What follows belongs to an exercise in optimizing a design on an open flow for small area; a production flow would make more cautious choices. Function was checked by simulation only, so behaviour that the tests miss may differ from the original. Power is estimated from default activity; no workload was simulated.

`flow/design.v`:
```
package regfile_pkg;
    localparam int DEFAULT_ADDRESS_WIDTH = 5;
    localparam int DEFAULT_DATA_WIDTH    = 32;
    typedef logic [DEFAULT_ADDRESS_WIDTH-1:0] reg_addr_t;
    typedef logic [DEFAULT_DATA_WIDTH-1:0]    reg_data_t;
    localparam int REG_ZERO = 0;
    localparam int REG_A0   = 10;
endpackage
module regfile_scoreboard
#(
    parameter int ADDRESS_WIDTH = regfile_pkg::DEFAULT_ADDRESS_WIDTH
) (
    input  logic                        clk,
    input  logic                        rst,
    input  logic                        iss_valid,
    input  logic [ADDRESS_WIDTH-1:0]    iss_rd,
    input  logic                        rel_valid,
    input  logic [ADDRESS_WIDTH-1:0]    rel_rd,
    output logic [2**ADDRESS_WIDTH-1:0] pending,
    output logic                        iss_ready
);
    localparam int DEPTH = 2**ADDRESS_WIDTH;
    logic [DEPTH-1:0] pending_q;
    logic [DEPTH-1:0] pending_d;
    logic             iss_is_zero;
    logic             claim;
    assign iss_is_zero = (iss_rd == ADDRESS_WIDTH'(regfile_pkg::REG_ZERO));
    assign iss_ready = ~pending_q[iss_rd] | iss_is_zero |
                       (rel_valid & (rel_rd == iss_rd));
    assign claim = iss_valid & iss_ready & ~iss_is_zero;
    always_comb begin
        pending_d = pending_q;
        if (rel_valid) begin
            pending_d[rel_rd] = 1'b0;
        end
        if (claim) begin
            pending_d[iss_rd] = 1'b1;
        end
        pending_d[regfile_pkg::REG_ZERO] = 1'b0;
    end
    always_ff @(posedge clk or posedge rst) begin
        if (rst) begin
            pending_q <= '0;
        end else begin
            pending_q <= pending_d;
        end
    end
    assign pending = pending_q;
endmodule
module regfile_sb
#(
    parameter int ADDRESS_WIDTH = regfile_pkg::DEFAULT_ADDRESS_WIDTH,
    parameter int DATA_WIDTH    = regfile_pkg::DEFAULT_DATA_WIDTH,
    parameter int NUM_READ      = 2,
    parameter int DBG_REG       = regfile_pkg::REG_A0
) (
    input  logic                               clk,
    input  logic                               rst,
    input  logic [NUM_READ*ADDRESS_WIDTH-1:0]  ad_rd,
    output logic [NUM_READ*DATA_WIDTH-1:0]     rd_data,
    output logic [NUM_READ-1:0]                rd_busy,
    input  logic                               we3,
    input  logic [ADDRESS_WIDTH-1:0]           ad3,
    input  logic [DATA_WIDTH-1:0]              wd3,
    input  logic                               iss_valid,
    input  logic [ADDRESS_WIDTH-1:0]           iss_rd,
    output logic                               iss_ready,
    output logic [DATA_WIDTH-1:0]              a0
);
    localparam int                     DEPTH   = 2**ADDRESS_WIDTH;
    localparam logic [ADDRESS_WIDTH-1:0] DBG_IDX = ADDRESS_WIDTH'(DBG_REG);
    logic [DATA_WIDTH-1:0] mem [DEPTH];
    logic [DEPTH-1:0]      pending;
    logic                  wr_en;
    assign wr_en = we3 & (ad3 != ADDRESS_WIDTH'(regfile_pkg::REG_ZERO));
    always_ff @(posedge clk or posedge rst) begin
        if (rst) begin
            for (int r = 0; r < DEPTH; r++) begin
                mem[r] <= '0;
            end
        end else if (wr_en) begin
            mem[ad3] <= wd3;
        end
    end
    regfile_scoreboard #(
        .ADDRESS_WIDTH (ADDRESS_WIDTH)
    ) u_scoreboard (
        .clk       (clk),
        .rst       (rst),
        .iss_valid (iss_valid),
        .iss_rd    (iss_rd),
        .rel_valid (wr_en),
        .rel_rd    (ad3),
        .pending   (pending),
        .iss_ready (iss_ready)
    );
    for (genvar i = 0; i < NUM_READ; i++) begin : g_rd
        logic [ADDRESS_WIDTH-1:0] addr;
        logic                     is_zero;
        assign addr    = ad_rd[i*ADDRESS_WIDTH +: ADDRESS_WIDTH];
        assign is_zero = (addr == ADDRESS_WIDTH'(regfile_pkg::REG_ZERO));
        assign rd_data[i*DATA_WIDTH +: DATA_WIDTH] = is_zero ? '0 : mem[addr];
        assign rd_busy[i] = ~is_zero & pending[addr];
    end
    assign a0 = mem[DBG_IDX];
endmodule
```
`flow/run.sh`:
```
#!/bin/bash
# synth_recipe.tcl (not shown) runs the flow's synth.tcl, then flattens the netlist and writes it again
# the make line also repeats each setting of config.mk as NAME=value (left out here)
make -C /OpenROAD-flow-scripts/flow DESIGN_CONFIG=/design/flow/config.mk WORK_HOME=/design/flow/orfs CLKGATE_MAP_FILE= SYNTH_SCRIPT=/design/flow/synth_recipe.tcl finish
```
`flow/config.mk`:
```
export PLATFORM = sky130hd
export DESIGN_NAME = regfile_sb
export DESIGN_NICKNAME = regfile_sb
export VERILOG_FILES = /design/flow/design.v
export SDC_FILE = /design/flow/constraint.sdc
export NUM_CORES = 4
export LEC_CHECK = 0
export CAP_MARGIN = 20
export CORE_MARGIN = 2
export CORE_UTILIZATION = 40
export SLEW_MARGIN = 20
```
`flow/constraint.sdc`:
```
create_clock -name core_clock -period 7.0 [get_ports {clk}]
set_input_delay 1.4000 -clock core_clock [delete_from_list [all_inputs] [get_ports {clk}]]
set_output_delay 1.4000 -clock core_clock [all_outputs]
set_load 0.01 [all_outputs]
```
==> notes.md <==
----------------------------------------------------
[Run status]
  Status ... timing/DRC/antenna clean

[Synth]
  Summed instance area of the synthesized netlist ... roughly 52000 um^2
  Unique cell type count in the Yosys netlist ... 68
  Main synth FF type ... sky130_fd_sc_hd__dfrtp_1
  Sequential area share after synthesis ... 49.2%
  Number of synthesized flops with an enable pin ... 0
  Avg Inst Size Synth ... 11.5 um^2
  Count of state elements after synthesis ... ~1.0k
  Net count after synthesis ... 4583
  Share of synthesized flip-flops with an asynchronous set or reset ... 100%
  YS warnings ... 3
  Post-Synthesis Cells ... 4517

[Timing]
  Tmin final ... 6530 ps
  Setup repair after global routing missed its margin ... false
  Worst Slack Setup Final ... 470 ps
  Max-slew headroom at the worst pin ... around a fifth
  Slew Limit Fails ... 0
  Maximum clock skew at final layout ... 12.9 ps
  Maximum frequency from static timing analysis ... 153 MHz
  Final hold violation count ... 0
  Tcrit/Tclk final ... 93.3%
  Setup Viol. Count Final ... 0
  Worst slew pin tran ... 1190 ps

[Power]
  Largest vdd supply drop ... 0.222 mV
  Overall power consumption ... approximately 17 mW
  Switching part of the total power ... 30.5%
  Share of power burned in the clock network ... 35.7%
  Switch Pwr ... 5.25 mW
  Power share of the combinational group ... roughly 16%
  Power density normalized to cell area ... 285 nW/um^2
  Part of the power in registers ... 48.4%
  Internal Power ... 12.0 mW
  Standby leakage power ... 26.3 nW

[CTS]
  CTS Root Buffer Type ... sky130_fd_sc_hd__clkbuf_16
  Clock network latency to the later pin of the worst-skew pair ... 750 ps
  CTS tree ... yes
  Sink Count ... 1023
  Depth of the CTS H-tree ... 3
  Total clock buffers created by CTS ... approximately 110
  Clock slew seen by the registers of the worst setup and hold paths ... 70 ps
  Resized Gates After CTS ... 0
  Number of buffers inserted to repair setup after CTS ... 0
  Clock buffer depth ... 3
  Post-cts hold buffer count ... 0

[Worst setup path]
  Crit-path most repeated cell ... sky130_fd_sc_hd__buf_4
  Worst Setup Path Type ... input pin to primary output
  Standard cell with the maximum stage delay on the critical path ... sky130_fd_sc_hd__clkdlybuf4s50_1
  Worst r2r dst ... u_scoreboard.pending_q[19]
  Cell-by-cell trace of the critical path ... buf_2 > nand3_1 > nor2_4 > buf_4 > buf_4 > a22oi_1 > o21ai_0 > nor4_1 > a21oi_1 > clkdlybuf4s50_1
  Sort of element at the end of the critical path ... primary output
  Internal reg-to-reg setup slack ... roughly 4800 ps
  Largest fanout on the critical path ... 27
  CP max stage delay ... 620 ps
  Type of origin of the critical path ... input pin
  Startpoint of the worst-slack reg-to-reg timing path ... u_scoreboard.pending_q[18]
  Required @ worst endpoint ... 5600 ps
  Endpoint arrival time on the critical path ... 5130 ps
  Reg2Reg Depth ... 6

[Final layout]
  Filler cell count in the final layout ... 11.8k
  Final instance area ... 60500 um^2
  Layout cells sized above 1 ... approximately a third
  Final core occ ... 46.8%
  Post-synthesis to final-layout area growth ... 16.4%
  Nets@finish ... 4657
  Top library cells by usage in the layout, fill and taps aside ... sky130_fd_sc_hd__dfrtp_1, sky130_fd_sc_hd__mux2_2, sky130_fd_sc_hd__a22oi_1
  Most common cell after layout, fill and taps aside ... sky130_fd_sc_hd__dfrtp_1

[Detailed routing]
  Post-detailed-route count of antenna-violating nets ... 0
  Routed via count ... 46.5k
  Number of DRC markers in iteration 0 ... 8868
  Highest routed metal layer ... met5
  Wire length on met1 ... between 90000 and 100000 um
  Number of search-and-repair iterations in the first detailed-routing pass ... 10
  Via count normalized by instance count ... 7.23
  Routed length on met3 ... 40400 um
  Remaining routing DRC violations ... 0
  DR WL/cell ... 40.4 um
  Wire length after detailed routing ... between 200000 and 300000 um
  Detailed-routed wire length on met2 ... 104000 um

[Global routing]
  Pin count of the biggest net entering global routing ... 121
  Number of global-route vias before repair ... 44.8k
  Number of antenna violations at the first check in global routing ... 14
  Leftover overflow at the end of global routing ... 0
  GRT Resource Usage Total ... just under 40%
  Global-route wire length before repair ... 359000 um

[Die]
  Die Wd ... 365 um
  I/O pin count ... 155
  Floorplan core area ... approximately 130000 um^2
  Height of the die ... 365 um
  Site row count ... 132
  Initial core utilization ... 40.2%
  Die area ... 133000 um^2

[Placed design]
  Area after DPL ... 56800 um^2
  Post-placement setup slack ... a little under 700 ps
  Port Buffers ... about 150
  GPL Wtd Cong ... 0.995
  Half-perimeter wire length of the detailed placement result ... 161000 um

[Worst hold path]
  Min-Delay Endpoint ... mem[3][31]
  Number of cells on the worst hold path ... 1
  Startpoint of the worst hold path ... mem[3][31]
  Kind of path behind the tightest hold check ... flop to flop

[Flow run]
  Maximum capacitance violations ... 0

----------------------------------------------------
==> metrics by stage <==
stage               hold slack (ps)  std cells  setup TNS [ps]
finish                          512       6437               0
floorplan                       479       4517        -8695450
global route                    530       6427               0
CTS                             510       6421               0
global placement                490       6215               0
detailed placement              495       6215               0
==> per-layer routing <==
| metal | track usage (%) | vias to the layer above |
|---|---|---|
| met4 | 24.3 | 10 |
| met1 | 49.2 | 23302 |
| met5 | 0.254 | - |
| met2 | 53.3 | 4403 |
| li1 | - | 17400 |
| met3 | 16.4 | 1414 |
==> power groups by stage <==
stage          Sequential, mW  Clock [mW]  Combinational [mW]
2_1_floorplan            7.89           0                1.79
3_3_place_gp             8.34           0                2.62
3_5_place_dp             8.36           0                2.69
4_1_cts                  8.27        6.18                2.69
5_1_grt                  8.43        6.41                2.90
6_report                 8.34        6.16                2.74
==> critical path, delay by kind of cell <==
family          cells  cell delay (ps)
compound gates      3              760
simple gates        3              840
buf+inv             4             2070
==> cells in the mapped netlist, drive strengths merged (17+ instances only) <==
cell	number	area, um^2
nand2	296	1120
nor2	143	542
buf	194	945
inv	19	71.3
nand4	91	569
clkbuf	248	931
nor2b	17	106
dfrtp	1023	25600
nand3	70	350
mux2	999	11200
nor4	31	200
a22oi	809	6070
a21oi	126	631
mux4	25	574
a222oi	43	430
o21ai	117	694
nor3	82	422
a31oi	22	138
==> flip-flops by register name, indices dropped and copies added, names as in the netlist <==
register                cells
mem                       992
u_scoreboard.pending_q     31
==> layout make-up <==
cell class              count  area [um^2]  share of cell area, %
inverters                  19         75.1                  0.124
diodes                     13         32.5                 0.0537
well taps                1742         2180                   3.60
clock inverters            50          588                  0.971
multi-input cells        3033        25100                   41.4
flip-flops and latches   1023        25600                   42.3
clock buffers             156         3150                   5.20
repair buffers            401         3850                   6.36
==> kinds of logic after synthesis <==
kind of cell / count (synthesis) / share of synthesized area, %
AO/OA/AOI/OAI: 1186 / 16.5
buffers and inverters: 461 / 3.74
XOR/XNOR: 13 / 0.219
multiplexers: 1037 / 23.0
flip-flops: 1023 / 49.2
adder cells (fa/ha/maj): 10 / 0.240
AND/OR/NAND/NOR: 787 / 7.12
==> worst max-delay path by stage <==
stage,startpoint,endpoint,slack (ps),depth (start not counted)
after floorplan,rst,mem[10][0],-8500,1
after global placement,ad_rd[6],rd_data[50],680,10
after detailed placement,ad_rd[5],rd_data[62],680,10
after CTS,ad_rd[5],rd_data[62],680,10
after global routing,ad_rd[9],rd_data[50],500,10
final,ad_rd[6],rd_data[50],470,10

==> re-timing with driven ports <==
The flow's constraints put no driver on any port. The routed layout listed below was extracted and timed again, unchanged, in two steps.
Step 1, drivers: a clkbuf_16 drives clk and a buf_2 each remaining input, both assumed.
Step 2 adds t to the input delays and takes it off the output delays; t is the mean of the earliest and latest rising clock arrival at the registers after step 1. Input paths then give back, and output paths get back, about the clock's delay inside the block.
Three values: ideal, step 1, step 2; two values: the first two.
t (ns): 0.835
slack for setup (ns): 0.470 / 0.422 / 0.422
cell pins on the clock port's net: 1
After both steps this run still meets setup and hold. The setup slack of this run moves by -0.048 ns with the drivers and by -0.048 ns with both steps.
